Background: an optimization exercise with open tools, aiming at small area. Do not read the settings as production practice. Function was checked by simulation only, so behaviour that the tests miss may differ from the original. No activity file was given, so power comes from the tool's default toggle rates.

<file path="flow/design.v">
package watch_pkg;
    localparam int CLOCKS_PER_TICK = 1000;   
    localparam int TICKS_PER_SECOND = 1000;
    localparam int SAMPLE_TICKS = 100;       
    localparam int MELODY_DEPTH = 80;
    localparam int LED_STEP = 10;
    localparam int HOUR_W = 5;
    localparam int MIN_W = 6;
    localparam int NOTE_W = 8;
    localparam int NIDX_W = 3;               
    localparam int LEN_W = 7;
    localparam int MODE_W = 2;
    localparam int MODE_IN_W = 4;
    localparam int BUTTON_W = 12;
    localparam int LED_W = 8;
    localparam int CNT_W = 11;               
    localparam logic [HOUR_W-1:0] HOURS_PER_DAY = 5'd24;
    localparam logic [MIN_W-1:0] MINUTES_PER_HOUR = 6'd60;
    localparam logic [MODE_W-1:0] MODE_RUN = 2'd0;
    localparam logic [MODE_W-1:0] MODE_SET_TIME = 2'd1;
    localparam logic [MODE_W-1:0] MODE_SET_ALARM = 2'd2;
    localparam logic [MODE_W-1:0] MODE_RECORD = 2'd3;
    localparam int KEY_HOUR_DOWN = 11;
    localparam int KEY_HOUR_UP = 9;
    localparam int KEY_MIN_DOWN = 8;
    localparam int KEY_MIN_UP = 6;
    localparam int KEY_SEC_DOWN = 5;
    localparam int KEY_SEC_UP = 3;
    localparam int KEY_ALARM_TOGGLE = 0;
    localparam int KEY_PLAY = 11;
    localparam int KEY_CLEAR = 10;
    localparam logic [9:0] DIV_FIRST = 10'b1110001111;
    localparam logic [9:0] DIV_LAST = 10'b0111000111;
    localparam logic [6:0] WIN_FIRST = 7'b0011100;
    localparam logic [6:0] WIN_LAST = 7'b0001110;
    function automatic logic [9:0] div_step(input logic [9:0] s);
        div_step = {s[8:0], ~(s[9] ^ s[6]) ^ (s == DIV_LAST)};
    endfunction
    function automatic logic [6:0] win_step(input logic [6:0] s);
        win_step = {s[5:0], ~(s[6] ^ s[5]) ^ (s == WIN_LAST)};
    endfunction
    function automatic logic [5:0] step_field(input logic [5:0] v, input logic dn,
                                              input logic [5:0] top);
        logic [5:0] r;
        logic c;
        if (dn ? (v == '0) : (v == top)) begin
            r = dn ? top : '0;
        end else begin
            c = 1'b1;
            for (int i = 0; i < 6; i++) begin
                r[i] = v[i] ^ c;
                c = c & (v[i] ^ dn);
            end
        end
        step_field = r;
    endfunction
    function automatic logic [CNT_W-1:0] half_period(input logic [NIDX_W-1:0] idx);
        case (idx)
            3'd0: half_period = 11'd1915;   
            3'd1: half_period = 11'd1700;   
            3'd2: half_period = 11'd1519;   
            3'd3: half_period = 11'd1432;   
            3'd4: half_period = 11'd1275;   
            3'd5: half_period = 11'd1136;   
            3'd6: half_period = 11'd1014;   
            default: half_period = 11'd956;  
        endcase
    endfunction
endpackage
`timescale 1ns/1ps
module panel_input (
    input  logic clock,
    input  logic reset,
    input  logic [watch_pkg::MODE_IN_W-1:0] mode,
    input  logic [watch_pkg::BUTTON_W-1:0] button,
    output logic tick,
    output logic [watch_pkg::MODE_W-1:0] active_mode,
    output logic [watch_pkg::BUTTON_W-1:0] key_pulse,
    output logic note_any,
    output logic [watch_pkg::NIDX_W-1:0] note_idx
);
    logic [9:0] div_state;
    logic [watch_pkg::BUTTON_W-1:0] btn_sync;
    logic [watch_pkg::BUTTON_W-1:0] btn_prev;
    assign tick = (div_state == watch_pkg::DIV_LAST);
    always_ff @(posedge clock or negedge reset) begin
        if (!reset) begin
            div_state <= watch_pkg::DIV_FIRST;
            btn_sync <= '0;
            btn_prev <= '0;
        end else begin
            div_state <= watch_pkg::div_step(div_state);
            if (tick) begin
                btn_sync <= button;
                btn_prev <= btn_sync;   
            end
        end
    end
    always_comb begin
        key_pulse = tick ? (btn_sync & ~btn_prev) : '0;
        if (mode[3]) active_mode = watch_pkg::MODE_SET_TIME;
        else if (mode[2]) active_mode = watch_pkg::MODE_SET_ALARM;
        else if (mode[1]) active_mode = watch_pkg::MODE_RECORD;
        else active_mode = watch_pkg::MODE_RUN;
        note_any = |btn_sync[7:0];
        note_idx = '0;
        for (int i = 1; i < watch_pkg::NOTE_W; i++) begin
            if (btn_sync[i]) note_idx = 3'(i);
        end
    end
endmodule
`timescale 1ns/1ps
module time_keeper (
    input  logic clock,
    input  logic reset,
    input  logic tick,
    input  logic [watch_pkg::MODE_W-1:0] active_mode,
    input  logic [watch_pkg::BUTTON_W-1:0] key_pulse,
    output logic [watch_pkg::HOUR_W-1:0] hour,
    output logic [watch_pkg::MIN_W-1:0] minute,
    output logic [watch_pkg::MIN_W-1:0] second,
    output logic [watch_pkg::HOUR_W-1:0] alarm_hour,
    output logic [watch_pkg::MIN_W-1:0] alarm_minute
);
    logic [9:0] ms_state;
    logic run, set_time, set_alarm, set_any;
    logic sec_tick, sec_wrap, min_wrap;
    logic sec_up, sec_dn, min_up, min_dn, hour_up, hour_dn;
    logic [watch_pkg::HOUR_W-1:0] hour_in, hour_nx;
    logic [watch_pkg::MIN_W-1:0] min_in, min_nx, sec_nx;
    logic [5:0] hour_nx6;
    assign run = (active_mode == watch_pkg::MODE_RUN);
    assign set_time = (active_mode == watch_pkg::MODE_SET_TIME);
    assign set_alarm = (active_mode == watch_pkg::MODE_SET_ALARM);
    assign set_any = set_time || set_alarm;
    assign sec_tick = run && tick && (ms_state == watch_pkg::DIV_LAST);
    assign sec_wrap = (second == watch_pkg::MINUTES_PER_HOUR - 1'b1);
    assign min_wrap = (minute == watch_pkg::MINUTES_PER_HOUR - 1'b1);
    assign sec_dn = set_time && key_pulse[watch_pkg::KEY_SEC_DOWN];
    assign sec_up = sec_tick || (set_time && key_pulse[watch_pkg::KEY_SEC_UP]);
    assign min_dn = set_any && key_pulse[watch_pkg::KEY_MIN_DOWN];
    assign min_up = (sec_tick && sec_wrap) || (set_any && key_pulse[watch_pkg::KEY_MIN_UP]);
    assign hour_dn = set_any && key_pulse[watch_pkg::KEY_HOUR_DOWN];
    assign hour_up = (sec_tick && sec_wrap && min_wrap) ||
                     (set_any && key_pulse[watch_pkg::KEY_HOUR_UP]);
    assign hour_in = set_alarm ? alarm_hour : hour;
    assign min_in = set_alarm ? alarm_minute : minute;
    assign hour_nx6 = watch_pkg::step_field({1'b0, hour_in}, hour_dn, 6'd23);
    assign hour_nx = hour_nx6[watch_pkg::HOUR_W-1:0];
    assign min_nx = watch_pkg::step_field(min_in, min_dn, watch_pkg::MINUTES_PER_HOUR - 1'b1);
    assign sec_nx = watch_pkg::step_field(second, sec_dn, watch_pkg::MINUTES_PER_HOUR - 1'b1);
    always_ff @(posedge clock or negedge reset) begin
        if (!reset) begin
            ms_state <= watch_pkg::DIV_FIRST;
            hour <= '0;
            minute <= '0;
            second <= '0;
            alarm_hour <= '0;
            alarm_minute <= '0;
        end else begin
            if (run && tick) ms_state <= watch_pkg::div_step(ms_state);
            if (sec_up || sec_dn) second <= sec_nx;
            if (hour_up || hour_dn) begin
                if (set_alarm) alarm_hour <= hour_nx;
                else hour <= hour_nx;
            end
            if (min_up || min_dn) begin
                if (set_alarm) alarm_minute <= min_nx;
                else minute <= min_nx;
            end
        end
    end
endmodule
`timescale 1ns/1ps
module alarm_unit (
    input  logic clock,
    input  logic reset,
    input  logic [watch_pkg::MODE_W-1:0] active_mode,
    input  logic [watch_pkg::BUTTON_W-1:0] key_pulse,
    input  logic [watch_pkg::HOUR_W-1:0] hour,
    input  logic [watch_pkg::MIN_W-1:0] minute,
    input  logic [watch_pkg::MIN_W-1:0] second,
    input  logic [watch_pkg::HOUR_W-1:0] alarm_hour,
    input  logic [watch_pkg::MIN_W-1:0] alarm_minute,
    output logic alarm_start,
    output logic alarm_enabled
);
    logic triggered;
    logic set_mode;
    assign set_mode = (active_mode == watch_pkg::MODE_SET_ALARM);
    assign alarm_start = (active_mode != watch_pkg::MODE_RECORD) && alarm_enabled && !triggered &&
                         (hour == alarm_hour) && (minute == alarm_minute) && (second == '0);
    always_ff @(posedge clock or negedge reset) begin
        if (!reset) begin
            alarm_enabled <= 1'b0;
            triggered <= 1'b0;
        end else begin
            if (alarm_start) begin
                triggered <= 1'b1;
            end else if (second != '0) begin
                triggered <= 1'b0;   
            end
            if (set_mode && key_pulse[watch_pkg::KEY_ALARM_TOGGLE]) begin
                alarm_enabled <= !alarm_enabled;
            end
        end
    end
endmodule
`timescale 1ns/1ps
module melody_recorder (
    input  logic clock,
    input  logic reset,
    input  logic tick,
    input  logic [watch_pkg::MODE_W-1:0] active_mode,
    input  logic [watch_pkg::BUTTON_W-1:0] key_pulse,
    input  logic note_any,
    input  logic [watch_pkg::NIDX_W-1:0] note_idx,
    input  logic alarm_start,
    input  logic alarm_enabled,
    output logic tone_on,
    output logic [watch_pkg::NIDX_W-1:0] tone_idx,
    output logic [watch_pkg::LED_W-1:0] led
);
    localparam int DEPTH = watch_pkg::MELODY_DEPTH;
    logic [watch_pkg::NIDX_W-1:0] ring [DEPTH];
    logic [watch_pkg::LEN_W-1:0] ring_pos;
    logic [watch_pkg::LEN_W-1:0] next_idx;
    logic [watch_pkg::LEN_W-1:0] length;
    logic [watch_pkg::NIDX_W-1:0] last_note;
    logic [watch_pkg::NIDX_W-1:0] first_note;
    logic [watch_pkg::NIDX_W-1:0] cur_note;
    logic [watch_pkg::NIDX_W-1:0] next_note;
    logic [6:0] win_state;
    logic playing;
    logic record_mode;
    logic sample_done;
    logic clear_req;
    logic start_req;
    logic recording;
    logic store;
    logic advance;
    logic [watch_pkg::LED_W-1:0] level_bar;
    assign record_mode = (active_mode == watch_pkg::MODE_RECORD);
    assign sample_done = (win_state == watch_pkg::WIN_LAST);
    assign clear_req = record_mode && key_pulse[watch_pkg::KEY_CLEAR];
    assign start_req = (alarm_start || (record_mode && key_pulse[watch_pkg::KEY_PLAY])) &&
                       !playing && (length != '0);
    assign recording = record_mode && !playing && note_any && (length < DEPTH);
    assign store = tick && recording && sample_done && !clear_req && !start_req;
    assign advance = tick && playing && sample_done && !clear_req;
    always_ff @(posedge clock or negedge reset) begin
        if (!reset) begin
            length <= '0;
            next_idx <= 7'd1;
            win_state <= watch_pkg::WIN_FIRST;
            playing <= 1'b0;
        end else if (clear_req) begin
            length <= '0;   
            next_idx <= 7'd1;
            win_state <= watch_pkg::WIN_FIRST;
            playing <= 1'b0;
        end else if (start_req) begin
            next_idx <= 7'd1;
            win_state <= watch_pkg::WIN_FIRST;
            playing <= 1'b1;
        end else if (tick) begin
            if (playing || recording) begin
                win_state <= watch_pkg::win_step(win_state);
            end else begin
                win_state <= watch_pkg::WIN_FIRST;   
            end
            if (playing && sample_done) begin
                if (next_idx == length) begin
                    playing <= 1'b0;
                    next_idx <= 7'd1;
                end else begin
                    next_idx <= next_idx + 1'b1;
                end
            end
            if (store) length <= length + 1'b1;
        end
    end
    always_ff @(posedge clock or negedge reset) begin
        if (!reset) ring_pos <= 7'd1;
        else ring_pos <= (ring_pos == DEPTH) ? 7'd1 : ring_pos + 1'b1;
    end
    always_ff @(posedge clock) begin
        for (int i = 0; i < DEPTH - 2; i++) ring[i] <= ring[i + 1];
        ring[DEPTH - 2] <= (ring_pos == length) ? last_note : ring[DEPTH - 1];
        ring[DEPTH - 1] <= ring[0];
        if (store) begin
            last_note <= note_idx;
            if (length == '0) first_note <= note_idx;
        end
        if (ring_pos == next_idx) next_note <= ring[0];
        if (start_req) cur_note <= first_note;
        else if (advance) cur_note <= next_note;
    end
    always_comb begin
        for (int i = 0; i < watch_pkg::LED_W; i++) begin
            level_bar[i] = (length != '0) && (length >= i * watch_pkg::LED_STEP);
        end
        tone_on = playing || (record_mode && note_any);
        tone_idx = playing ? cur_note : note_idx;
    end
    always_ff @(posedge clock or negedge reset) begin
        if (!reset) led <= '0;
        else if (record_mode) led <= level_bar;
        else led <= {{(watch_pkg::LED_W-1){1'b0}}, alarm_enabled};
    end
endmodule
`timescale 1ns/1ps
module tone_generator (
    input  logic clock,
    input  logic reset,
    input  logic tone_on,
    input  logic [watch_pkg::NIDX_W-1:0] tone_idx,
    output logic piezo
);
    logic [watch_pkg::CNT_W-1:0] count;
    always_ff @(posedge clock or negedge reset) begin
        if (!reset) begin
            piezo <= 1'b0;
            count <= '0;
        end else if (!tone_on) begin
            piezo <= 1'b0;
            count <= '0;
        end else if (count >= watch_pkg::half_period(tone_idx)) begin
            piezo <= ~piezo;   
            count <= '0;
        end else begin
            count <= count + 1'b1;
        end
    end
endmodule
`timescale 1ns/1ps
module watch_top (
    input  logic clock,
    input  logic reset,
    input  logic [watch_pkg::MODE_IN_W-1:0] mode,
    input  logic [watch_pkg::BUTTON_W-1:0] button,
    output logic [watch_pkg::HOUR_W-1:0] hour,
    output logic [watch_pkg::MIN_W-1:0] minute,
    output logic [watch_pkg::MIN_W-1:0] second,
    output logic [watch_pkg::LED_W-1:0] led,
    output logic piezo
);
    logic tick;
    logic [watch_pkg::MODE_W-1:0] active_mode;
    logic [watch_pkg::BUTTON_W-1:0] key_pulse;
    logic note_any;
    logic [watch_pkg::NIDX_W-1:0] note_idx;
    logic [watch_pkg::HOUR_W-1:0] alarm_hour;
    logic [watch_pkg::MIN_W-1:0] alarm_minute;
    logic alarm_start;
    logic alarm_enabled;
    logic tone_on;
    logic [watch_pkg::NIDX_W-1:0] tone_idx;
    panel_input panel0 (
        .clock(clock),
        .reset(reset),
        .mode(mode),
        .button(button),
        .tick(tick),
        .active_mode(active_mode),
        .key_pulse(key_pulse),
        .note_any(note_any),
        .note_idx(note_idx)
    );
    time_keeper keeper0 (
        .clock(clock),
        .reset(reset),
        .tick(tick),
        .active_mode(active_mode),
        .key_pulse(key_pulse),
        .hour(hour),
        .minute(minute),
        .second(second),
        .alarm_hour(alarm_hour),
        .alarm_minute(alarm_minute)
    );
    alarm_unit alarm0 (
        .clock(clock),
        .reset(reset),
        .active_mode(active_mode),
        .key_pulse(key_pulse),
        .hour(hour),
        .minute(minute),
        .second(second),
        .alarm_hour(alarm_hour),
        .alarm_minute(alarm_minute),
        .alarm_start(alarm_start),
        .alarm_enabled(alarm_enabled)
    );
    melody_recorder recorder0 (
        .clock(clock),
        .reset(reset),
        .tick(tick),
        .active_mode(active_mode),
        .key_pulse(key_pulse),
        .note_any(note_any),
        .note_idx(note_idx),
        .alarm_start(alarm_start),
        .alarm_enabled(alarm_enabled),
        .tone_on(tone_on),
        .tone_idx(tone_idx),
        .led(led)
    );
    tone_generator tone0 (
        .clock(clock),
        .reset(reset),
        .tone_on(tone_on),
        .tone_idx(tone_idx),
        .piezo(piezo)
    );
endmodule
</file>
<file path="flow/run.sh">
#!/bin/bash
# synth_recipe.tcl (not shown) runs the flow's synth.tcl, then flattens the netlist and writes it again
# the make line also repeats each setting of config.mk as NAME=value (left out here)
make -C /OpenROAD-flow-scripts/flow DESIGN_CONFIG=/design/flow/config.mk WORK_HOME=/design/flow/orfs CLKGATE_MAP_FILE= SYNTH_SCRIPT=/design/flow/synth_recipe.tcl finish
</file>
<file path="flow/config.mk">
export PLATFORM = sky130hd
export DESIGN_NAME = watch_top
export DESIGN_NICKNAME = watch_top
export VERILOG_FILES = /design/flow/design.v
export SDC_FILE = /design/flow/constraint.sdc
export NUM_CORES = 4
export LEC_CHECK = 0
export CAP_MARGIN = 20
export CORE_MARGIN = 2
export CORE_UTILIZATION = 40
export CTS_BUF_LIST = sky130_fd_sc_hd__clkbuf_4
export SLEW_MARGIN = 20
</file>
<file path="flow/constraint.sdc">
create_clock -name core_clock -period 10.0 [get_ports {clock}]
set_input_delay 2.0000 -clock core_clock [delete_from_list [all_inputs] [get_ports {clock}]]
set_output_delay 2.0000 -clock core_clock [all_outputs]
set_load 0.01 [all_outputs]
</file>
==> key figures, run 1 <==
Place
  • Buffers on Ports: 42
  • Dpl cells: 1386
  • GP Congestion: 0.7963
  • Placed Area: 0.01287 sq mm
  • DP Wirelength: 13.38 mm
  • Pre-CTS WS: 4.537 ns

GRT
  • GRT Total Usage: 0.1411
  • Vias in the first global route: 7189
  • Initial antenna violation count: 2
  • Global route overflow: 0
  • Largest net degree at the start of global routing: 66
  • Global-route wire length before repair: 35.93 mm

Clocking
  • Clock insertion delay at the later pin of the skew report: 0.69 ns
  • Hold buffer count at CTS: 0
  • Clock sinks: 371
  • Post-cts sizing count: 0
  • CTS Buf Count: 92
  • H-tree depth: 3
  • Max Buffers Root-to-Sink: 3
  • CTS tree: yes
  • CTS root buf: clkbuf_4
  • Clock transition at path regs: 0.06 ns
  • Setup Buffers After CTS: 0

Setup path
  • Worst path bufs/invs: 3
  • CP arrival: 5.16 ns
  • Most used cell along the critical path: inv_1
  • Critical-path top delay cell: or4_4
  • Critical path's top delay family: simple AND/OR/NAND/NOR gates
  • Critical path required time: 10.42 ns
  • Ordered list of cells on the worst path: clkdlybuf4s50_1 -> inv_1 -> a21oi_1 -> inv_1 -> ha_1 -> nor3b_2 -> nand4_1 -> or4_4 -> a211oi_4 -> mux2_2
  • Max FO, Critical Path: 9
  • Worst Setup Start Kind: primary input
  • CP Capture Type: register
  • Critical path class: in2reg
  • Crit-path max cell delay: 0.57 ns

Routing
  • Routed WL: 21.29 mm
  • DR WL/cell: 13.73 um
  • Met2 routed WL: 8.837 mm
  • TritonRoute pass-1 iters: 5
  • Top Layer Used: met4
  • Drc violations: 0
  • DR WL met3: 1.000 mm
  • DRT iter0 DRCs: 353
  • Total number of vias: 7262
  • DR vias/cell: 4.682
  • Routed Antenna Nets: 0
  • Post-Route M1 WL: 11.11 mm

Synthesis
  • Area of the mapped netlist: 0.01206 sq mm
  • Ys flop type: dfxtp_1
  • Syn_nets: 1019
  • Largest family of logic cells by synthesized area: simple AND/OR/NAND/NOR gates
  • Seq cells post-synth: 371
  • Post-Syn Area per Cell: 12.31 sq um
  • Synth warnings: 6
  • Synth Area in XOR/XNOR: 0.05084
  • Number of synthesized flops with an enable pin: 12
  • Simple-Gate Fraction of Synth Area: 0.1359
  • Compound-Gate Fraction of Synth Area: 0.06059
  • Register area share after synthesis: 0.6771
  • Synth Area in Adders: 0.02179
  • Post-synthesis mux area share: 0.03527
  • Post-synth ARST share: 0.3208
  • Count of cell types in the netlist: 76
  • Mapped Cells: 980

STA
  • Min cycle time layout: 4.740 ns
  • Achievable frequency: 211.0 MHz
  • RSZ-0062 raised after global routing: false
  • Worst-case clock skew: 0.04148 ns
  • Worst rel slew slack: 0.4059
  • Slew @ Worst Pin: 0.8829 ns
  • Final Worst Setup Slack: 5.260 ns
  • Final hold vios: 0
  • Count of pins over their slew limit: 0
  • Final setup fails: 0
  • Setup TNS: 0 ns
  • Final period util: 0.4740

Pwr
  • Switching Share: 0.2357
  • Static Leakage: 5.865 nW
  • Cell internal pwr: 0.002247 W
  • Sequential Power Share: 0.534
  • Pwr/cell area: 209.1 mW/mm^2
  • Switching power: 0.0006928 W
  • Power after layout: 0.002939 W
  • Comb pwr share: 0.049
  • Max VDD drop: 0.1362 mV
  • Clock share of power: 0.416

Layout
  • Design area: 0.01406 sq mm
  • Final std cells w/o fill: 1551
  • Fraction of layout cells with a size suffix above 1: 0.1967
  • Fillcell total: 2776
  • Final net count: 1129
  • P&R area growth vs syn: 16.55%
  • Commonest non-fill, non-tap cell in the layout: dfxtp_1
  • Most frequent cells in the layout: dfxtp_1, clkbuf_4, nand2_1, dfrtp_1, nor2_1

Die
  • Die footprint: 0.03156 sq mm
  • Total core area: 0.02964 sq mm
  • DIE WIDTH: 177.6 um
  • I/O pin count: 44
  • Row count: 63
  • Die height: 177.6 um
  • Initial core utilization: 0.4069

Hold path
  • Hold Path Class: reg2reg

Flow run
  • Total of max-cap violations: 0

Run status
  • Status: timing/DRC/antenna clean
==> final timing paths <==
path                                  startpoint                    end  slack [ns]  depth (start not counted)
max reg2reg                   panel0.btn_sync[6]            tone0.piezo        6.16                         12
max                                      mode[2]  recorder0.cur_note[0]        5.26                         10
min reg2reg                recorder0.ring[26][1]  recorder0.ring[25][1]        0.29                          0
min                        recorder0.ring[26][1]  recorder0.ring[25][1]        0.29                          0
max in group asynchronous                  reset       recorder0.led[4]        7.31                          2
min in group asynchronous                  reset    panel0.btn_prev[11]        1.37                          1
==> per-stage QoR <==
stage	hold slack, ns	utilization
floorplan	0.3096	-
global placement	0.3111	0.4344
detailed placement	0.3121	0.4344
CTS	0.2814	0.4741
global route	0.2732	0.4742
finish	0.2944	0.4742
==> kinds of logic after synthesis <==
family          Yosys count
compound gates          110
mux                      39
flops                   371
buf+inv                  52
simple gates            317
fa+ha+maj                21
xor+xnor                 70
==> layout make-up <==
type / instances / area [sq um] / area share
sequential: 371 / 8167 / 0.5810
multi-input combinational: 557 / 3677 / 0.2616
clock buffer: 140 / 1051 / 0.07477
tap: 390 / 488.0 / 0.03472
timing repair buffer: 49 / 470.5 / 0.03347
clock inverter: 23 / 126.4 / 0.008991
inverter: 19 / 71.32 / 0.005074
antenna: 2 / 5.005 / 0.0003561
==> power groups by stage <==
stage | clock [W] | sequential [W] | combinational, W
5_1_grt | 0.00136 | 0.00158 | 0.000168
3_5_place_dp | 0 | 0.00160 | 0.000146
3_3_place_gp | 0 | 0.00160 | 0.000142
6_report | 0.00122 | 0.00157 | 0.000145
4_1_cts | 0.00128 | 0.00157 | 0.000147
2_1_floorplan | 0 | 0.00159 | 0.000101
==> state kept, by name, summed over array words and instances (netlist names), 3 cells and up <==
name,cells
tone0.count,11
panel0.btn_sync,12
recorder0.length,7
keeper0.ms_state,10
recorder0.led,8
recorder0.next_note,3
recorder0.ring,240
keeper0.alarm_minute,6
recorder0.next_idx,7
panel0.div_state,10
keeper0.second,6
recorder0.first_note,3
recorder0.ring_pos,7
keeper0.minute,6
recorder0.cur_note,3
keeper0.hour,5
recorder0.last_note,3
keeper0.alarm_hour,5
panel0.btn_prev,8
recorder0.win_state,7
==> Yosys cell counts (5+ instances only) <==
library cell / count / share of area
a211oi_1: 5 / 0.0031
a21oi_1: 23 / 0.0095
and3_1: 7 / 0.0036
buf_2: 7 / 0.0029
clkbuf_1: 22 / 0.0068
dfrtp_1: 100 / 0.21
dfstp_2: 19 / 0.041
dfxtp_1: 240 / 0.40
edfxtp_1: 12 / 0.030
ha_1: 21 / 0.022
inv_1: 19 / 0.0059
mux2_2: 28 / 0.026
mux2i_1: 11 / 0.0091
nand2_1: 115 / 0.036
nand2b_1: 7 / 0.0036
nand3_1: 21 / 0.0087
nand3b_1: 7 / 0.0044
nand4_1: 16 / 0.0083
nor2_1: 58 / 0.018
nor2b_1: 12 / 0.0062
nor3_1: 18 / 0.0075
nor4_1: 13 / 0.0067
o21ai_0: 31 / 0.013
o31ai_1: 7 / 0.0044
or2_2: 5 / 0.0026
or4_1: 5 / 0.0031
xnor2_1: 44 / 0.032
xor2_1: 26 / 0.019
==> per-layer routing <==
layer  global-route usage  up-vias
met5                    0        -
met3              0.03792       27
met1               0.2073     3448
li1                     -     3646
met2               0.1964      141
met4              0.05533        0
==> inputs of run 2 (changes only) <==
--- a/flow/config.mk
+++ b/flow/config.mk
@@ -8,5 +8,6 @@
 export CAP_MARGIN = 20
 export CORE_MARGIN = 2
 export CORE_UTILIZATION = 40
-export CTS_BUF_LIST = sky130_fd_sc_hd__clkbuf_4
+export CTS_CLUSTER_DIAMETER = 50
+export CTS_CLUSTER_SIZE = 24
 export SLEW_MARGIN = 20
==> key figures, run 2 <==
Routing
  • DR vias/cell: 4.806 (+2.6%)
  • Drc violations: 0 (unchanged)
  • TritonRoute pass-1 iters: 5 (unchanged)
  • DR WL/cell: 14.40 um (+4.9%)
  • Total number of vias: 6940 (-4.4%)
  • DRT iter0 DRCs: 382 (+8.2%)
  • Routed WL: 20.80 mm (-2.3%)
  • Routed Antenna Nets: 0 (unchanged)

STA
  • Achievable frequency: 203.0 MHz (-3.8%)
  • Worst-case clock skew: 0.02564 ns (-0.01584 ns)
  • Final hold vios: 0 (unchanged)
  • RSZ-0062 raised after global routing: false
  • Worst rel slew slack: 0.4011 (-0.004884)
  • Slew @ Worst Pin: 0.8902 ns (+0.007258 ns)
  • Count of pins over their slew limit: 0 (unchanged)
  • Setup TNS: 0 ns (unchanged)
  • Final period util: 0.4925 (+0.01850)
  • Min cycle time layout: 4.925 ns (+0.1850 ns)
  • Final setup fails: 0 (unchanged)

Layout
  • ANT cells: 0 (-2)
  • Design area: 0.01405 sq mm (about the same)
  • Fraction of layout cells with a size suffix above 1: 0.1271 (-0.06959)
  • Fillcell total: 2721 (-2.0%)
  • Max FFs per register: 240 (unchanged)
  • Most flop-heavy register: recorder0.ring
  • Most frequent cells in the layout: dfxtp_1, nand2_1, dfrtp_1, nor2_1, xnor2_1
  • Top flop regs: recorder0.ring (240), panel0.btn_sync (12), tone0.count (11)
  • P&R area growth vs syn: 16.54% (about the same)
  • Final net count: 1071 (-5.1%)
  • FF/Latch Area: 0.008167 sq mm (unchanged)
  • Multi-input logic area: 0.003677 sq mm (unchanged)
  • Commonest non-fill, non-tap cell in the layout: dfxtp_1

Place
  • Placed Area: 0.01287 sq mm (unchanged)
  • DP Wirelength: 13.38 mm (unchanged)
  • GP Congestion: 0.7963 (unchanged)
  • Buffers on Ports: 42 (unchanged)

Setup path
  • Most used cell along the critical path: inv_1
  • Critical path required time: 10.24 ns (-0.18 ns)
  • Critical-path top delay cell: or4_4
  • CP Capture Type: register
  • Critical path class: in2reg
  • Max FO, Critical Path: 9 (unchanged)
  • CP arrival: 5.17 ns (about the same)
  • Crit-path max cell delay: 0.57 ns (about the same)
  • Ordered list of cells on the worst path: clkdlybuf4s50_1 -> inv_1 -> a21oi_1 -> inv_1 -> ha_1 -> nor3b_2 -> nand4_1 -> or4_4 -> a211oi_4 -> mux2_2
  • Worst Setup Start Kind: primary input

Pwr
  • Max VDD drop: 0.1568 mV (+15%)
  • Switching Share: 0.2307 (-0.005017)
  • Comb pwr share: 0.048 (about the same)
  • Clock share of power: 0.434 (+0.018)
  • Static Leakage: 5.725 nW (-2.4%)
  • Switching power: 0.0006996 W (+0.99%)
  • Cell internal pwr: 0.002334 W (+3.9%)
  • Sequential Power Share: 0.518 (-0.016)
  • Pwr/cell area: 215.8 mW/mm^2 (+3.2%)

Clocking
  • Max Buffers Root-to-Sink: 3 (unchanged)
  • H-tree depth: 2 (-1)
  • Setup Buffers After CTS: 0 (unchanged)
  • Hold buffer count at CTS: 0 (unchanged)
  • Clock sinks: 371 (unchanged)
  • Clock insertion delay at the later pin of the skew report: 0.51 ns (-0.18 ns)
  • CTS root buf: clkbuf_16
  • CTS Buf Count: 34 (-63%)
  • Post-cts sizing count: 0 (unchanged)
  • CTS tree: yes
  • Clock transition at path regs: 0.08 ns (+0.02 ns)

Synthesis
  • Count of cell types in the netlist: 76 (unchanged)
  • Compound-Gate Fraction of Synth Area: 0.06059 (unchanged)
  • Register area share after synthesis: 0.6771 (unchanged)
  • Post-synth ARST share: 0.3208 (unchanged)
  • Post-synthesis mux area share: 0.03527 (unchanged)
  • Number of synthesized flops with an enable pin: 12 (unchanged)
  • Simple-Gate Fraction of Synth Area: 0.1359 (unchanged)
  • Most common cell in the netlist: dfxtp_1
  • Seq cells post-synth: 371 (unchanged)
  • Post-Syn Area per Cell: 12.31 sq um (unchanged)
  • Syn_nets: 1019 (unchanged)
  • Area of the mapped netlist: 0.01206 sq mm (unchanged)
  • Largest area contributor in the netlist: dfxtp_1
  • Mapped Cells: 980 (unchanged)
  • Top cells by count, synth: dfxtp_1, nand2_1, dfrtp_1
  • Synth top area share: 0.3984 (unchanged)
  • Synth Area in XOR/XNOR: 0.05084 (unchanged)
  • Ys flop type: dfxtp_1
  • Synth top area cells: dfxtp_1, dfrtp_1, dfstp_2, nand2_1, xnor2_1
  • Synth warnings: 6 (unchanged)
  • Largest family of logic cells by synthesized area: simple AND/OR/NAND/NOR gates
  • Synth Area in Adders: 0.02179 (unchanged)

GRT
  • GRT Total Usage: 0.1367 (-0.004480)
  • Largest net degree at the start of global routing: 66 (unchanged)
  • Global route overflow: 0 (unchanged)
  • Vias in the first global route: 6630 (-7.8%)
  • Global-route wire length before repair: 34.89 mm (-2.9%)
  • Initial antenna violation count: 0 (-2)

Die
  • Die height: 177.6 um (unchanged)
  • Row count: 63 (unchanged)
  • I/O pin count: 44 (unchanged)
  • Die footprint: 0.03156 sq mm (unchanged)
  • DIE WIDTH: 177.6 um (unchanged)
  • Total core area: 0.02964 sq mm (unchanged)
  • Initial core utilization: 0.4069 (unchanged)

Hold path
  • Hold Path Class: reg2reg

Flow run
  • Total of max-cap violations: 0 (unchanged)

Run status
  • Status: timing/DRC/antenna clean
## run 2: cell counts after synthesis
No cell type changed its count.
## run 2: cell families (layout without fill, tap and decap cells)
kind of cell | count (synthesis) | after routing
adder cells (fa/ha/maj) | 21 | 21
flip-flops | 371 | 371
AO/OA/AOI/OAI | 110 | 110
buffers and inverters | 52 | 126
XOR/XNOR | 70 | 70
multiplexers | 39 | 39
AND/OR/NAND/NOR | 317 | 317
## run 2: path summary, 6_finish.rpt
check,from,slack (ns),cells after the start,end
max in group asynchronous,reset,7.13,2,recorder0.led[6]
setup / recovery,mode[2],5.07,10,recorder0.cur_note[0]
min in group asynchronous,reset,1.52,1,panel0.btn_prev[6]
hold / removal,recorder0.ring[40][1],0.32,0,recorder0.ring[39][1]
hold reg to reg,recorder0.ring[40][1],0.32,0,recorder0.ring[39][1]
setup reg to reg,panel0.btn_sync[4],6.15,12,tone0.piezo
## run 2: final cells by class
| type | instances | share of cell area |
|---|---|---|
| Clock buffer | 43 | 0.06801 |
| Clock inverter | 15 | 0.01602 |
| Inverter | 19 | 0.005074 |
| Multi-Input combinational cell | 557 | 0.2616 |
| Sequential cell | 371 | 0.5811 |
| Tap cell | 390 | 0.03472 |
| Timing Repair Buffer | 49 | 0.03347 |
## run 2: power by group through the flow
stage,clock network (W),registers [W],logic [W]
final,0.00132,0.00157,0.000145
after global routing,0.00142,0.00158,0.000168
after CTS,0.00135,0.00157,0.000147
after detailed placement,0,0.00160,0.000146
after global placement,0,0.00160,0.000142
after floorplan,0,0.00159,0.000101
## run 2: critical path, delay by kind of cell
family / cells / cell delay (ns)
AND/OR/NAND/NOR: 3 / 0.93
AO/OA/AOI/OAI: 2 / 0.84
buffers and inverters: 3 / 0.63
multiplexers: 1 / 0.39
adder cells (fa/ha/maj): 1 / 0.36
## run 2: layer usage
layer  global-route usage  routed length [um]  up-vias  part of all wire
met1               0.2086               10840     3325              0.52
met5                    0                   0        -                 0
met2               0.1938                8587      123              0.41
met3              0.02785                 951       38             0.046
li1                     -                   -     3454                 -
met4              0.04064                 420        0             0.020
## run 2: metrics by stage
step,util,hold slack [ns],worst slack (ns),total power [W],instances
after floorplan,-,0.3096,5.520,0.001691,980
after global routing,0.4742,0.3150,4.886,0.003165,1444
final,0.4742,0.3173,5.075,0.003033,1444
after global placement,0.4344,0.3111,4.575,0.001744,1386
after CTS,0.4742,0.3193,5.065,0.003072,1444
after detailed placement,0.4344,0.3121,4.537,0.001748,1386
==> inputs of run 3 (changes only) <==
--- a/flow/config.mk
+++ b/flow/config.mk
@@ -8,6 +8,4 @@
 export CAP_MARGIN = 20
 export CORE_MARGIN = 2
 export CORE_UTILIZATION = 40
-export CTS_CLUSTER_DIAMETER = 50
-export CTS_CLUSTER_SIZE = 24
 export SLEW_MARGIN = 20
==> key figures, run 3 <==
Run status
  • Status: timing/DRC/antenna clean

Layout
  • Fraction of layout cells with a size suffix above 1: 0.1259 (-0.001195)
  • Top flop regs: recorder0.ring (240), panel0.btn_sync (12), tone0.count (11)
  • Final std cells w/o fill: 1454 (+0.69%)
  • ANT cells: 0 (unchanged)
  • Most frequent cells in the layout: dfxtp_1, nand2_1, dfrtp_1, nor2_1, xnor2_1
  • Commonest non-fill, non-tap cell in the layout: dfxtp_1
  • Final net count: 1074 (+0.28%)
  • FF/Latch Area: 0.008167 sq mm (unchanged)
  • Most flop-heavy register: recorder0.ring
  • P&R area growth vs syn: 17.32%
  • Fillcell total: 2698 (-0.85%)
  • Max FFs per register: 240 (unchanged)
  • Multi-input logic area: 0.003677 sq mm (unchanged)

Pwr
  • Max VDD drop: 0.1666 mV (+6.3%)
  • Static Leakage: 5.781 nW (+0.98%)
  • Pwr/cell area: 222.2 mW/mm^2 (+3.0%)

STA
  • Worst rel slew slack: 0.3978 (-0.003296)
  • Count of pins over their slew limit: 0 (unchanged)
  • Slew @ Worst Pin: 0.8951 ns (+0.004899 ns)
  • Min cycle time layout: 4.912 ns (-0.01274 ns)
  • Final period util: 0.4912 (-0.001274)
  • Setup TNS: 0 ns (unchanged)
  • Worst-case clock skew: 0.009179 ns (-0.01646 ns)
  • Final hold vios: 0 (unchanged)
  • Final setup fails: 0 (unchanged)
  • Achievable frequency: 203.6 MHz (+0.26%)
  • RSZ-0062 raised after global routing: false

Clocking
  • CTS Buf Count: 37 (+8.8%)
  • Hold buffer count at CTS: 0 (unchanged)
  • Clock insertion delay at the later pin of the skew report: 0.52 ns (about the same)
  • CTS root buf: clkbuf_16
  • Setup Buffers After CTS: 0 (unchanged)
  • Post-cts sizing count: 0 (unchanged)
  • Clock sinks: 371 (unchanged)
  • CTS tree: yes
  • Clock transition at path regs: 0.06 ns (-0.02 ns)
  • H-tree depth: 2 (unchanged)
  • Max Buffers Root-to-Sink: 3 (unchanged)

Synthesis
  • Most common cell in the netlist: dfxtp_1
  • Register area share after synthesis: 0.6771 (unchanged)
  • Seq cells post-synth: 371 (unchanged)
  • Synth top area share: 0.3984 (unchanged)
  • Area of the mapped netlist: 0.01206 sq mm (unchanged)
  • Number of synthesized flops with an enable pin: 12 (unchanged)
  • Syn_nets: 1019 (unchanged)
  • Mapped Cells: 980 (unchanged)
  • Ys flop type: dfxtp_1
  • Count of cell types in the netlist: 76 (unchanged)
  • Largest area contributor in the netlist: dfxtp_1
  • Synth top area cells: dfxtp_1, dfrtp_1, dfstp_2, nand2_1, xnor2_1
  • Post-synth ARST share: 0.3208 (unchanged)
  • Post-Syn Area per Cell: 12.31 sq um (unchanged)
  • Synth warnings: 6 (unchanged)
  • Top cells by count, synth: dfxtp_1, nand2_1, dfrtp_1

Setup path
  • Critical path class: in2reg
  • Most used cell along the critical path: inv_1
  • CP arrival: 5.17 ns (about the same)
  • Ordered list of cells on the worst path: clkdlybuf4s50_1 -> inv_1 -> a21oi_1 -> inv_1 -> ha_1 -> nor3b_2 -> nand4_1 -> or4_4 -> a211oi_4 -> mux2_2
  • Worst path bufs/invs: 3 (unchanged)
  • Reg-to-reg slack, setup: 6.14 ns (about the same)
  • Critical path required time: 10.26 ns (+0.02 ns)
  • Critical-path top delay cell: or4_4
  • Max FO, Critical Path: 9 (unchanged)
  • Crit-path max cell delay: 0.57 ns (about the same)
  • CP Capture Type: register
  • RR Endpoint: tone0.piezo
  • Reg2Reg Depth: 12 (unchanged)
  • Reg2reg start: panel0.btn_sync[6]
  • Worst Setup Start Kind: primary input
  • Critical path's top delay family: simple AND/OR/NAND/NOR gates

GRT
  • Global route overflow: 0 (unchanged)
  • Global-route wire length before repair: 35.38 mm (+1.4%)
  • Largest net degree at the start of global routing: 66 (unchanged)
  • Initial antenna violation count: 0 (unchanged)
  • GRT Total Usage: 0.1390 (+0.002343)
  • Vias in the first global route: 6742 (+1.7%)

Hold path
  • Hold Path Origin: recorder0.ring[61][0]
  • Hold Path Depth: 0 (unchanged)
  • Hold Path Class: reg2reg
  • Hold EP: recorder0.ring[60][0]

Routing
  • TritonRoute pass-1 iters: 5 (unchanged)
  • DR WL/cell: 14.50 um (+0.70%)
  • Routed WL: 21.09 mm (+1.4%)
  • DRT iter0 DRCs: 400 (+4.7%)
  • DR vias/cell: 4.814 (+0.16%)
  • Total number of vias: 6999 (+0.85%)
  • Routed Antenna Nets: 0 (unchanged)
  • Drc violations: 0 (unchanged)

Place
  • Buffers on Ports: 42 (unchanged)
  • GP Congestion: 0.7963 (unchanged)
  • Dpl cells: 1386 (unchanged)
  • DP Wirelength: 13.38 mm (unchanged)

Die
  • Initial core utilization: 0.4069 (unchanged)
  • DIE WIDTH: 177.6 um (unchanged)
  • Die footprint: 0.03156 sq mm (unchanged)
  • I/O pin count: 44 (unchanged)
  • Total core area: 0.02964 sq mm (unchanged)
  • Row count: 63 (unchanged)
  • Die height: 177.6 um (unchanged)

Flow run
  • Total of max-cap violations: 0 (unchanged)
==> run 3: cell counts after synthesis <==
No cell type changed its count.
==> run 3: how the worst max path moves through the flow <==
stage / startpoint / to / cells after the start
after global routing: mode[2] / recorder0.cur_note[2] / 10
after detailed placement: mode[2] / recorder0.cur_note[0] / 10
final: mode[2] / recorder0.cur_note[2] / 10
after CTS: mode[2] / recorder0.cur_note[2] / 10
after floorplan: mode[2] / recorder0.cur_note[0] / 10
after global placement: mode[2] / recorder0.cur_note[2] / 10
==> run 3: where the power goes <==
part | switching, W | internal, W
Sequential | 0.0000428 | 0.00153
Combinational | 0.0000738 | 0.0000715
Clock | 0.000558 | 0.000869
==> run 3: cells by family (layout without fill, tap and decap cells) <==
family                     after synthesis  after routing  share of synthesized area
AOI/OAI and AO/OA                      110            110                    0.06059
xor gates and xnor gates                70             70                    0.05084
adders and majority gates               21             21                    0.02179
buffers and inverters                   52            136                    0.01847
DFF                                    371            371                     0.6771
muxes                                   39             39                    0.03527
and+or+nand+nor                        317            317                     0.1359
==> run 3: final cells by class <==
type	count	area share
Clock inverter	14	0.01574
Clock buffer	54	0.07437
Timing Repair Buffer	49	0.03325
Sequential cell	371	0.5772
Multi-Input combinational cell	557	0.2599
Tap cell	390	0.03449
Inverter	19	0.005041
==> run 3: metrics by stage <==
stage | power [W] | util | setup WS, ns | hold slack (ns) | cell area, sq um
finish | 0.003144 | 0.4774 | 5.088 | 0.3207 | 14150
floorplan | 0.001691 | - | 5.520 | 0.3096 | 12060
global route | 0.003278 | 0.4774 | 4.911 | 0.3237 | 14150
global placement | 0.001744 | 0.4344 | 4.575 | 0.3111 | 12870
CTS | 0.003187 | 0.4774 | 5.082 | 0.3197 | 14150
detailed placement | 0.001748 | 0.4344 | 4.537 | 0.3121 | 12870
==> run 3: routing by layer <==
layer / track usage / share of wire / up-vias
met2: 0.1990 / 0.41 / 131
met3: 0.02892 / 0.045 / 38
met1: 0.2093 / 0.52 / 3358
met5: 0 / 0 / -
li1: - / - / 3472
met4: 0.04337 / 0.021 / 0
==> inputs of run 4 (changes only) <==
--- a/flow/config.mk
+++ b/flow/config.mk
@@ -8,4 +8,6 @@
 export CAP_MARGIN = 20
 export CORE_MARGIN = 2
 export CORE_UTILIZATION = 40
+export CTS_CLUSTER_DIAMETER = 60
+export CTS_CLUSTER_SIZE = 30
 export SLEW_MARGIN = 20
==> key figures, run 4 <==
Pwr
  • Static Leakage: 5.558 nW (-3.9%)
  • Pwr/cell area: 202.6 mW/mm^2 (-8.8%)
  • Max VDD drop: 0.1765 mV (+5.9%)

Place
  • Dpl cells: 1386 (unchanged)
  • GP Congestion: 0.7963 (unchanged)
  • Buffers on Ports: 42 (unchanged)
  • DP Wirelength: 13.38 mm (unchanged)
  • Pre-CTS WS: 4.537 ns (unchanged)

STA
  • Count of pins over their slew limit: 0 (unchanged)
  • Achievable frequency: 205.0 MHz (+0.68%)
  • WHS: 0.3191 ns (-0.001571 ns)
  • Worst rel slew slack: 0.4105 (+0.01269)
  • Slew @ Worst Pin: 0.8768 ns (-0.01828 ns)
  • RSZ-0062 raised after global routing: false
  • Worst-case clock skew: 0.03525 ns (+0.02607 ns)
  • Min cycle time layout: 4.879 ns (-0.03324 ns)
  • Final hold vios: 0 (unchanged)
  • Final setup fails: 0 (unchanged)
  • Final period util: 0.4879 (-0.003324)
  • Final Worst Setup Slack: 5.121 ns (+0.03324 ns)
  • Setup TNS: 0 ns (unchanged)

Synthesis
  • Mapped Cells: 980 (unchanged)
  • Syn_nets: 1019 (unchanged)
  • Seq cells post-synth: 371 (unchanged)
  • Post-Syn Area per Cell: 12.31 sq um (unchanged)
  • Post-synth ARST share: 0.3208 (unchanged)
  • Count of cell types in the netlist: 76 (unchanged)
  • Most common cell in the netlist: dfxtp_1
  • Synth top area cells: dfxtp_1, dfrtp_1, dfstp_2, nand2_1, xnor2_1
  • Register area share after synthesis: 0.6771 (unchanged)
  • Top cells by count, synth: dfxtp_1, nand2_1, dfrtp_1
  • Ys flop type: dfxtp_1
  • Largest area contributor in the netlist: dfxtp_1
  • Number of synthesized flops with an enable pin: 12 (unchanged)
  • Synth top area share: 0.3984 (unchanged)
  • Area of the mapped netlist: 0.01206 sq mm (unchanged)
  • Synth warnings: 6 (unchanged)

Layout
  • Fraction of layout cells with a size suffix above 1: 0.1144 (-0.01152)
  • P&R area growth vs syn: 13.79%
  • ANT cells: 0 (unchanged)
  • Commonest non-fill, non-tap cell in the layout: dfxtp_1
  • Most flop-heavy register: recorder0.ring
  • Top flop regs: recorder0.ring (240), panel0.btn_sync (12), tone0.count (11)
  • Final net count: 1062 (-1.1%)
  • Final std cells w/o fill: 1430 (-1.7%)
  • Most frequent cells in the layout: dfxtp_1, nand2_1, dfrtp_1, nor2_1, xnor2_1
  • Max FFs per register: 240 (unchanged)

Clocking
  • Max Buffers Root-to-Sink: 3 (unchanged)
  • Setup Buffers After CTS: 0 (unchanged)
  • Clock transition at path regs: 0.10 ns (+0.04 ns)
  • Post-cts sizing count: 0 (unchanged)
  • CTS tree: yes
  • Clock sinks: 371 (unchanged)
  • H-tree depth: 1 (-1)
  • Clock insertion delay at the later pin of the skew report: 0.55 ns (+0.03 ns)
  • Hold buffer count at CTS: 0 (unchanged)
  • CTS Buf Count: 25 (-32%)
  • CTS root buf: clkbuf_16

Die
  • Die footprint: 0.03156 sq mm (unchanged)
  • Total core area: 0.02964 sq mm (unchanged)
  • Die height: 177.6 um (unchanged)
  • DIE WIDTH: 177.6 um (unchanged)
  • Row count: 63 (unchanged)
  • I/O pin count: 44 (unchanged)
  • Initial core utilization: 0.4069 (unchanged)

Setup path
  • Max FO, Critical Path: 9 (unchanged)
  • CP arrival: 5.16 ns (about the same)
  • Critical-path top delay cell: or4_4
  • Critical path required time: 10.28 ns (+0.02 ns)
  • CP Capture Type: register
  • Reg2reg start: panel0.btn_sync[6]
  • Critical path class: in2reg
  • CP Launch Point: mode[2]
  • Most used cell along the critical path: inv_1
  • Crit-path max cell delay: 0.57 ns (about the same)
  • Ordered list of cells on the worst path: clkdlybuf4s50_1 -> inv_1 -> a21oi_1 -> inv_1 -> ha_1 -> nor3b_2 -> nand4_1 -> or4_4 -> a211oi_4 -> mux2_2
  • Worst Setup Start Kind: primary input

GRT
  • Vias in the first global route: 6580 (-2.4%)
  • GRT Total Usage: 0.1360 (-0.002983)
  • Global-route wire length before repair: 34.81 mm (-1.6%)
  • Global route overflow: 0 (unchanged)
  • Initial antenna violation count: 0 (unchanged)
  • Largest net degree at the start of global routing: 66 (unchanged)

Hold path
  • Hold Path Class: reg2reg
  • Hold Path Origin: recorder0.ring[22][1]

Routing
  • DRT iter0 DRCs: 364 (-9.0%)
  • DR vias/cell: 4.778 (-0.75%)
  • Routed WL: 20.69 mm (-1.9%)
  • DR WL/cell: 14.47 um (-0.22%)
  • TritonRoute pass-1 iters: 5 (unchanged)
  • Routed Antenna Nets: 0 (unchanged)
  • Total number of vias: 6832 (-2.4%)
  • Drc violations: 0 (unchanged)

Run status
  • Status: timing/DRC/antenna clean

Flow run
  • Total of max-cap violations: 0 (unchanged)
==> run 4: layout make-up <==
type,instances,area (sq um)
fillers,2737,15920
flip-flops and latches,371,8167
multi-input cells,557,3677
clock buffers,31,679.4
well taps,390,488.0
repair buffers,49,470.5
clock inverters,13,170.2
inverters,19,71.32
==> run 4: cell families (layout without fill, tap and decap cells) <==
logic type	after synthesis	in the layout	synth area share
flip-flops	371	371	0.6771
AND/OR/NAND/NOR	317	317	0.1359
AO/OA/AOI/OAI	110	110	0.06059
XOR/XNOR	70	70	0.05084
buffers and inverters	52	112	0.01847
multiplexers	39	39	0.03527
adder cells (fa/ha/maj)	21	21	0.02179
==> run 4: layer usage <==
layer | track usage | up-vias | share of wire
li1 | - | 3432 | -
met1 | 0.2086 | 3272 | 0.53
met2 | 0.1961 | 101 | 0.41
met3 | 0.02485 | 27 | 0.038
met4 | 0.03586 | 0 | 0.021
met5 | 0 | - | 0
==> run 4: per-stage QoR <==
step                  util  instance area, sq um  total power, W
global route        0.4630                 13720        0.002903
detailed placement  0.4344                 12870        0.001748
CTS                 0.4630                 13720        0.002819
global placement    0.4344                 12870        0.001744
finish              0.4630                 13720        0.002781
floorplan                -                 12060        0.001691
==> run 4: worst max-delay path: cells and delay by family <==
| family | cells | cell delay [ns] |
|---|---|---|
| AOI/OAI and AO/OA | 2 | 0.84 |
| adders and majority gates | 1 | 0.36 |
| buffers and inverters | 3 | 0.63 |
| muxes | 1 | 0.39 |
| and+or+nand+nor | 3 | 0.93 |
==> run 4: path summary, 6_finish.rpt <==
kind,endpoint,slack (ns),cells after the start
max in group asynchronous,panel0.div_state[6],7.17,2
min in group asynchronous,panel0.btn_prev[6],1.48,1
worst min-delay path,recorder0.ring[21][1],0.32,0
worst max register to register,tone0.piezo,6.17,12
worst max-delay path,recorder0.cur_note[1],5.12,10
worst min register to register,recorder0.ring[21][1],0.32,0
==> run 4: power by group <==
part,internal [W],switching [W]
registers,0.00153,0.0000427
logic,0.0000715,0.0000740
clock network,0.000535,0.000531
==> inputs of run 5 (changes only) <==
--- a/flow/design.v
+++ b/flow/design.v
@@ -227,7 +227,6 @@
     logic [watch_pkg::LEN_W-1:0] next_idx;
     logic [watch_pkg::LEN_W-1:0] length;
     logic [watch_pkg::NIDX_W-1:0] last_note;
-    logic [watch_pkg::NIDX_W-1:0] first_note;
     logic [watch_pkg::NIDX_W-1:0] cur_note;
     logic [watch_pkg::NIDX_W-1:0] next_note;
     logic [6:0] win_state;
@@ -239,6 +238,7 @@
     logic recording;
     logic store;
     logic advance;
+    logic [watch_pkg::LEN_W-1:0] next_inc;
     logic [watch_pkg::LED_W-1:0] level_bar;
     assign record_mode = (active_mode == watch_pkg::MODE_RECORD);
     assign sample_done = (win_state == watch_pkg::WIN_LAST);
@@ -248,19 +248,17 @@
     assign recording = record_mode && !playing && note_any && (length < DEPTH);
     assign store = tick && recording && sample_done && !clear_req && !start_req;
     assign advance = tick && playing && sample_done && !clear_req;
+    assign next_inc = next_idx + 1'b1;
     always_ff @(posedge clock or negedge reset) begin
         if (!reset) begin
             length <= '0;
-            next_idx <= 7'd1;
             win_state <= watch_pkg::WIN_FIRST;
             playing <= 1'b0;
         end else if (clear_req) begin
             length <= '0;   
-            next_idx <= 7'd1;
             win_state <= watch_pkg::WIN_FIRST;
             playing <= 1'b0;
         end else if (start_req) begin
-            next_idx <= 7'd1;
             win_state <= watch_pkg::WIN_FIRST;
             playing <= 1'b1;
         end else if (tick) begin
@@ -269,14 +267,7 @@
             end else begin
                 win_state <= watch_pkg::WIN_FIRST;   
             end
-            if (playing && sample_done) begin
-                if (next_idx == length) begin
-                    playing <= 1'b0;
-                    next_idx <= 7'd1;
-                end else begin
-                    next_idx <= next_idx + 1'b1;
-                end
-            end
+            if (playing && sample_done && next_idx == DEPTH) playing <= 1'b0;
             if (store) length <= length + 1'b1;
         end
     end
@@ -288,12 +279,11 @@
         for (int i = 0; i < DEPTH - 2; i++) ring[i] <= ring[i + 1];
         ring[DEPTH - 2] <= (ring_pos == length) ? last_note : ring[DEPTH - 1];
         ring[DEPTH - 1] <= ring[0];
-        if (store) begin
-            last_note <= note_idx;
-            if (length == '0) first_note <= note_idx;
-        end
+        if (start_req) next_idx <= (length == 7'd1) ? 7'(DEPTH) : 7'd1;
+        else if (advance) next_idx <= (next_inc == length) ? 7'(DEPTH) : next_inc;
+        if (store) last_note <= note_idx;
         if (ring_pos == next_idx) next_note <= ring[0];
-        if (start_req) cur_note <= first_note;
+        if (store && length == '0) cur_note <= note_idx;
         else if (advance) cur_note <= next_note;
     end
     always_comb begin
==> key figures, run 5 <==
Layout
  • Final net count: 1038 (-2.3%)
  • Most frequent cells in the layout: dfxtp_1, dfrtp_1, nand2_1, nor2_1, xnor2_1
  • Fraction of layout cells with a size suffix above 1: 0.1147 (+0.0003148)
  • Max FFs per register: 240 (unchanged)
  • Final std cells w/o fill: 1401 (-2.0%)
  • Top flop regs: recorder0.ring (240), panel0.btn_sync (12), tone0.count (11)
  • Commonest non-fill, non-tap cell in the layout: dfxtp_1
  • P&R area growth vs syn: 13.10%
  • ANT cells: 0 (unchanged)
  • Most flop-heavy register: recorder0.ring
  • Design area: 0.01364 sq mm (-0.64%)

Clocking
  • H-tree depth: 1 (unchanged)
  • Clock insertion delay at the later pin of the skew report: 0.56 ns (about the same)
  • CTS tree: yes
  • Clock transition at path regs: 0.10 ns (about the same)
  • Clock sinks: 368 (-0.81%)
  • Post-cts sizing count: 0 (unchanged)
  • Hold buffer count at CTS: 0 (unchanged)
  • CTS root buf: clkbuf_16
  • Setup Buffers After CTS: 0 (unchanged)
  • CTS Buf Count: 23 (-8.0%)
  • Max Buffers Root-to-Sink: 3 (unchanged)

STA
  • Min cycle time layout: 4.925 ns (+0.04543 ns)
  • Final setup fails: 0 (unchanged)
  • Slew @ Worst Pin: 1.051 ns (+0.1738 ns)
  • Final hold vios: 0 (unchanged)
  • Achievable frequency: 203.1 MHz (-0.92%)
  • RSZ-0062 raised after global routing: false
  • Worst-case clock skew: 0.03825 ns (+0.003000 ns)
  • Setup TNS: 0 ns (unchanged)
  • Final period util: 0.4925 (+0.004543)
  • Worst rel slew slack: 0.2996 (-0.1109)
  • Count of pins over their slew limit: 0 (unchanged)

Setup path
  • CP arrival: 5.34 ns (+0.18 ns)
  • Worst path bufs/invs: 2 (-1)
  • Critical path required time: 10.41 ns (+0.13 ns)
  • Worst Setup Start Kind: primary input
  • Max FO, Critical Path: 12 (+3)
  • Critical-path top delay cell: nor4_1
  • CP Capture Type: register
  • Critical path's top delay family: simple AND/OR/NAND/NOR gates
  • Crit-path max cell delay: 0.79 ns (+0.22 ns)
  • Critical path class: in2reg
  • Ordered list of cells on the worst path: clkdlybuf4s50_1 -> inv_1 -> a21oi_1 -> ha_1 -> nor2b_1 -> nand4_1 -> nor4_1 -> nor2_1 -> nor2_1 -> mux2_2
  • Most used cell along the critical path: nor2_1

Die
  • Die height: 177.6 um (about the same)
  • Die footprint: 0.03155 sq mm (about the same)
  • Initial core utilization: 0.4068 (about the same)
  • Row count: 63 (unchanged)
  • I/O pin count: 44 (unchanged)
  • DIE WIDTH: 177.6 um (about the same)
  • Total core area: 0.02964 sq mm (unchanged)

Synthesis
  • Post-Syn Area per Cell: 12.56 sq um (+2.1%)
  • Syn_nets: 1001 (-1.8%)
  • Most common cell in the netlist: dfxtp_1
  • Post-synth ARST share: 0.3043 (-0.01641)
  • Ys flop type: dfxtp_1
  • Seq cells post-synth: 368 (-0.81%)
  • Synth warnings: 6 (unchanged)
  • Largest area contributor in the netlist: dfxtp_1
  • Synth top area share: 0.3985 (about the same)
  • Number of synthesized flops with an enable pin: 16 (+4)
  • Top cells by count, synth: dfxtp_1, dfrtp_1, nand2_1
  • Mapped Cells: 960 (-2.0%)
  • Count of cell types in the netlist: 75 (-1.3%)
  • Synth top area cells: dfxtp_1, dfrtp_1, edfxtp_1, dfstp_2, xnor2_1
  • Register area share after synthesis: 0.6727 (-0.004459)
  • Area of the mapped netlist: 0.01206 sq mm (about the same)

Hold path
  • Hold Path Class: reg2reg

Pwr
  • Static Leakage: 5.625 nW (+1.2%)
  • Max VDD drop: 0.1798 mV (+1.9%)
  • Pwr/cell area: 186.5 mW/mm^2 (-7.9%)

Routing
  • DRT iter0 DRCs: 454 (+25%)
  • Routed WL: 19.90 mm (-3.8%)
  • Routed Antenna Nets: 0 (unchanged)
  • Drc violations: 0 (unchanged)
  • DR WL/cell: 14.20 um (-1.8%)
  • DR vias/cell: 4.745 (-0.68%)
  • Total number of vias: 6648 (-2.7%)
  • TritonRoute pass-1 iters: 4 (-1)

GRT
  • Largest net degree at the start of global routing: 65 (-1.5%)
  • Initial antenna violation count: 0 (unchanged)
  • Global route overflow: 0 (unchanged)
  • GRT Total Usage: 0.1304 (-0.005603)
  • Vias in the first global route: 6488 (-1.4%)
  • Global-route wire length before repair: 33.46 mm (-3.9%)

Place
  • Buffers on Ports: 42 (unchanged)
  • Dpl cells: 1362 (-1.7%)
  • GP Congestion: 0.7766 (-2.5%)
  • Placed Area: 0.01283 sq mm (-0.33%)
  • DP Wirelength: 13.38 mm (about the same)

Flow run
  • Total of max-cap violations: 0 (unchanged)

Run status
  • Status: timing/DRC/antenna clean
run 5: path summary, 6_finish.rpt:
check	from	end	slack, ns	cells after the start
worst min register to register	recorder0.ring[24][2]	recorder0.ring[23][2]	0.32	0
min in group asynchronous	reset	keeper0.minute[5]	1.45	1
worst min-delay path	recorder0.ring[24][2]	recorder0.ring[23][2]	0.32	0
worst max-delay path	mode[2]	keeper0.minute[4]	5.08	10
max in group asynchronous	reset	tone0.count[6]	7.30	2
worst max register to register	panel0.btn_sync[5]	tone0.piezo	6.12	11
run 5: area by class of cell:
cell class,count,area (sq um)
Tap cell,390,488.0
Fill cell,2734,16000
Clock buffer,27,621.8
Multi-Input combinational cell,540,3721
Sequential cell,368,8110
Inverter,19,71.32
Timing Repair Buffer,45,440.4
Clock inverter,12,182.7
run 5: report_power, final:
part           internal (W)  total (W)  switching (W)
registers           0.00148    0.00148    0.000000547
logic             0.0000144  0.0000362      0.0000217
clock network      0.000502    0.00102       0.000522
run 5: metal layers:
layer	wire [um]	global-route usage	up-vias
met5	0	0	-
met4	421	0.03005	0
li1	-	-	3355
met2	8341	0.1956	92
met1	10400	0.1975	3173
met3	739	0.02014	28
run 5: through the flow:
stage	hold slack (ns)	worst slack [ns]	util	total power, W
6_report	0.3219	5.075	0.4601	0.002544
2_1_floorplan	0.3096	5.896	-	0.001528
4_1_cts	0.3271	5.143	0.4601	0.002576
5_1_grt	0.3275	4.812	0.4601	0.002635
3_3_place_gp	0.3117	4.582	0.4329	0.001553
3_5_place_dp	0.3121	4.581	0.4329	0.001553
run 5: cell families after synthesis:
group	synth area share
and+or+nand+nor	0.1282
DFF	0.6727
xor gates and xnor gates	0.05666
muxes	0.04161
AOI/OAI and AO/OA	0.05832
adders and majority gates	0.02387
buffers and inverters	0.01868
==> inputs of run 6 (changes only) <==
==> flow/flow/run.sh (new file) <==
#!/bin/bash
set -euo pipefail
work=$(pwd)
rm -rf "$work/scripts_area"
cp -r "$FLOW_HOME/scripts" "$work/scripts_area"
cp "$work/flow/abc_area.script" "$work/scripts_area/abc_area.script"
vars=(
  "SCRIPTS_DIR=$work/scripts_area"
  "ABC_AREA=1"
  "BUFFER_PORTS_ARGS=-buffer_cell sky130_fd_sc_hd__buf_1"
  "CTS_ARGS=-sink_clustering_enable -repair_clock_nets -dont_use_dummy_load -sink_clustering_size 30 -sink_clustering_max_diameter 60"
)
bash standard.sh "${vars[@]}" synth > "$work/synth.log" 2>&1
bash standard.sh "${vars[@]}" finish > "$work/layout.log" 2>&1
==> flow/flow/abc_area.script (new file) <==
&get -n
&st
&dch -f
&nf -R 1000 -p
&put
strash
dch -f
amap
==> flow/standard.sh (new file) <==
#!/bin/bash
# synth_recipe.tcl (not shown) runs the flow's synth.tcl, then flattens the netlist and writes it again
# the make line also repeats each setting of config.mk as NAME=value (left out here)
make -C /OpenROAD-flow-scripts/flow DESIGN_CONFIG=/design/flow/config.mk WORK_HOME=/design/flow/orfs CLKGATE_MAP_FILE= SYNTH_SCRIPT=/design/flow/synth_recipe.tcl "${@:-finish}"
--- a/flow/config.mk
+++ b/flow/config.mk
@@ -8,6 +8,4 @@
 export CAP_MARGIN = 20
 export CORE_MARGIN = 2
 export CORE_UTILIZATION = 40
-export CTS_CLUSTER_DIAMETER = 60
-export CTS_CLUSTER_SIZE = 30
 export SLEW_MARGIN = 20
removed: flow/run.sh
==> key figures, run 6 <==
Run status
  • Status: timing/DRC/antenna clean

Clocking
  • Hold buffer count at CTS: 0 (unchanged)
  • Max Buffers Root-to-Sink: 3 (unchanged)
  • Clock transition at path regs: 0.09 ns (about the same)
  • CTS root buf: clkbuf_16
  • Clock insertion delay at the later pin of the skew report: 0.54 ns (-0.02 ns)
  • Post-cts sizing count: 0 (unchanged)
  • Setup Buffers After CTS: 0 (unchanged)
  • Clock sinks: 368 (unchanged)
  • CTS Buf Count: 22 (-4.3%)
  • H-tree depth: 1 (unchanged)
  • CTS tree: yes

STA
  • Count of pins over their slew limit: 0 (unchanged)
  • Final period util: 0.5066 (+0.01414)
  • Final setup fails: 0 (unchanged)
  • RSZ-0062 raised after global routing: false
  • Achievable frequency: 197.4 MHz (-2.8%)
  • Worst rel slew slack: 0.4612 (+0.1616)
  • Min cycle time layout: 5.066 ns (+0.1414 ns)
  • Final hold vios: 0 (unchanged)
  • Worst-case clock skew: 0.07680 ns (+0.03855 ns)
  • Setup TNS: 0 ns (unchanged)
  • Slew @ Worst Pin: 0.8008 ns (-0.2498 ns)

Synthesis
  • Syn_nets: 1004 (+0.30%)
  • Top cells by count, synth: dfxtp_1, clkinv_1, nor2_1
  • Largest area contributor in the netlist: dfxtp_1
  • Count of cell types in the netlist: 42 (-44%)
  • Seq cells post-synth: 368 (unchanged)
  • Register area share after synthesis: 0.7144 (+0.04174)
  • Synth top area cells: dfxtp_1, dfrtp_1, edfxtp_1, dfstp_2, clkinv_1
  • Number of synthesized flops with an enable pin: 16 (unchanged)
  • Most common cell in the netlist: dfxtp_1
  • Post-synth ARST share: 0.3043 (unchanged)
  • Post-Syn Area per Cell: 11.79 sq um (-6.1%)
  • Ys flop type: dfxtp_1
  • Mapped Cells: 963 (+0.31%)
  • Synth top area share: 0.4232 (+0.02473)
  • Synth warnings: 6 (unchanged)
  • Area of the mapped netlist: 0.01135 sq mm (-5.8%)

Die
  • I/O pin count: 44 (unchanged)
  • Die footprint: 0.02974 sq mm (-5.7%)
  • Total core area: 0.02786 sq mm (-6.0%)
  • Initial core utilization: 0.4075 (+0.0007123)
  • Die height: 172.5 um (-2.9%)
  • Row count: 61 (-3.2%)
  • DIE WIDTH: 172.5 um (-2.9%)

Routing
  • DRT iter0 DRCs: 309 (-32%)
  • Total number of vias: 6956 (+4.6%)
  • Routed WL: 19.07 mm (-4.2%)
  • Routed Antenna Nets: 0 (unchanged)
  • DR WL/cell: 13.52 um (-4.8%)
  • Drc violations: 0 (unchanged)
  • DR vias/cell: 4.933 (+4.0%)
  • TritonRoute pass-1 iters: 4 (unchanged)

GRT
  • GRT Total Usage: 0.1307 (+0.0003223)
  • Vias in the first global route: 6364 (-1.9%)
  • Global route overflow: 0 (unchanged)
  • Initial antenna violation count: 0 (unchanged)
  • Largest net degree at the start of global routing: 79 (+22%)
  • Global-route wire length before repair: 31.44 mm (-6.0%)

Setup path
  • Critical path required time: 10.41 ns (about the same)
  • Critical path's top delay family: simple AND/OR/NAND/NOR gates
  • Crit-path max cell delay: 0.50 ns (-0.29 ns)
  • Max FO, Critical Path: 7 (-5)
  • Reg2Reg Depth: 23 (+12)
  • Worst Setup Start Kind: primary input
  • Most used cell along the critical path: nor2_1
  • Reg-to-reg slack, setup: 5.34 ns (-0.78 ns)
  • Ordered list of cells on the worst path: buf_1 -> o21ai_0 -> clkinv_1 -> ha_1 -> nor2_1 -> nand2_1 -> or4_1 -> or4_1 -> o32a_1 -> nor2_1 -> nor2_1 -> o21ai_0 -> nor3_1 -> a211oi_1
  • CP arrival: 5.47 ns (+0.13 ns)
  • RR Endpoint: tone0.count[7]
  • CP Capture Type: register
  • Reg2reg start: panel0.btn_sync[4]
  • Critical path class: in2reg
  • Worst path bufs/invs: 2 (unchanged)
  • Critical-path top delay cell: or4_1

Layout
  • Most flop-heavy register: recorder0.ring
  • ANT cells: 0 (unchanged)
  • Commonest non-fill, non-tap cell in the layout: dfxtp_1
  • P&R area growth vs syn: 11.05%
  • Final net count: 1075 (+3.6%)
  • Final Util: 0.4525 (-0.007515)
  • Most frequent cells in the layout: dfxtp_1, clkinv_1, nor2_1, dfrtp_1, o22ai_1
  • Top flop regs: recorder0.ring (240), panel0.btn_sync (12), tone0.count (11)
  • Fraction of layout cells with a size suffix above 1: 0.04651 (-0.06823)
  • Max FFs per register: 240 (unchanged)

Place
  • Buffers on Ports: 42 (unchanged)
  • GP Congestion: 0.8314 (+7.1%)
  • DP Wirelength: 12.75 mm (-4.7%)

Pwr
  • Pwr/cell area: 198.4 mW/mm^2 (+6.3%)
  • Max VDD drop: 0.1493 mV (-17%)
  • Static Leakage: 4.788 nW (-15%)

Hold path
  • Hold Path Class: reg2reg
  • Hold Path Depth: 0 (unchanged)
  • Hold EP: recorder0.ring[55][0]
  • Hold Path Origin: recorder0.ring[56][0]

Flow run
  • Total of max-cap violations: 0 (unchanged)
==> run 6: cell types whose count changed after synthesis, sizes merged, moves of 17 or more <==
cell    previous run  this run
clkinv             0       115
o22ai              5        60
nor2              65       114
xnor2             47         0
nand2             90        53
mux2              33         0
xor2              31         0
nand3             30        10
buf               19         0
inv               19         0
o21ai             19        36
==> run 6: area by class of cell <==
class | count | area (sq um)
clock buffer | 22 | 550.5
tap | 378 | 473.0
sequential | 368 | 8110
inverter | 115 | 431.7
fill | 2580 | 15250
multi-input combinational | 480 | 2823
timing repair buffer | 47 | 219.0
==> run 6: how the worst max path moves through the flow <==
stage | startpoint | end | slack (ns) | cells after the start
after floorplan | panel0.div_state[1] | recorder0.length[4] | 4.28 | 10
after detailed placement | mode[1] | recorder0.length[4] | 4.35 | 14
after CTS | mode[1] | recorder0.length[4] | 4.90 | 14
after global placement | mode[1] | recorder0.length[4] | 4.46 | 14
final | mode[1] | recorder0.length[4] | 4.93 | 14
after global routing | mode[1] | keeper0.alarm_minute[4] | 4.63 | 12
==> run 6: cell families after synthesis <==
kind of cell             share of synthesized area
flip-flops                                  0.7144
buffers and inverters                      0.03802
adder cells (fa/ha/maj)                    0.02535
AO/OA/AOI/OAI                               0.1294
AND/OR/NAND/NOR                            0.09280
==> run 6: power by group <==
part / internal (W) / switching [W] / leakage [nW]
clock network: 0.000390 / 0.000426 / 0.271
logic: 0.0000585 / 0.0000975 / 1.13
registers: 0.00151 / 0.0000228 / 3.39
total: 0.00195 / 0.000546 / 4.79
==> run 6: stage by stage <==
step,area (sq um),instances,worst slack (ns),hold slack (ns),power [W]
2_1_floorplan,11350,963,4.278,0.3096,0.001664
3_3_place_gp,12030,1387,4.457,0.3124,0.001711
4_1_cts,12580,1409,4.900,0.2775,0.002534
3_5_place_dp,12030,1387,4.353,0.3121,0.001715
6_report,12610,1410,4.934,0.2816,0.002501
5_1_grt,12610,1410,4.635,0.2785,0.002611
==> run 6: metal layers <==
metal | wire length (um) | up-vias | GRT usage
met5 | 0 | - | 0
met4 | 516 | 0 | 0.03836
met3 | 732 | 38 | 0.02220
met2 | 8406 | 129 | 0.2033
met1 | 9415 | 3278 | 0.1879
li1 | - | 3511 | -

Setup slack of run 6, layout unchanged: 4.934 ns with ideal ports, 4.961 ns with driving cells assumed (clock clkbuf_16, inputs buf_2), 4.408 ns with port delays also shifted by the 0.553 ns mid clock arrival.
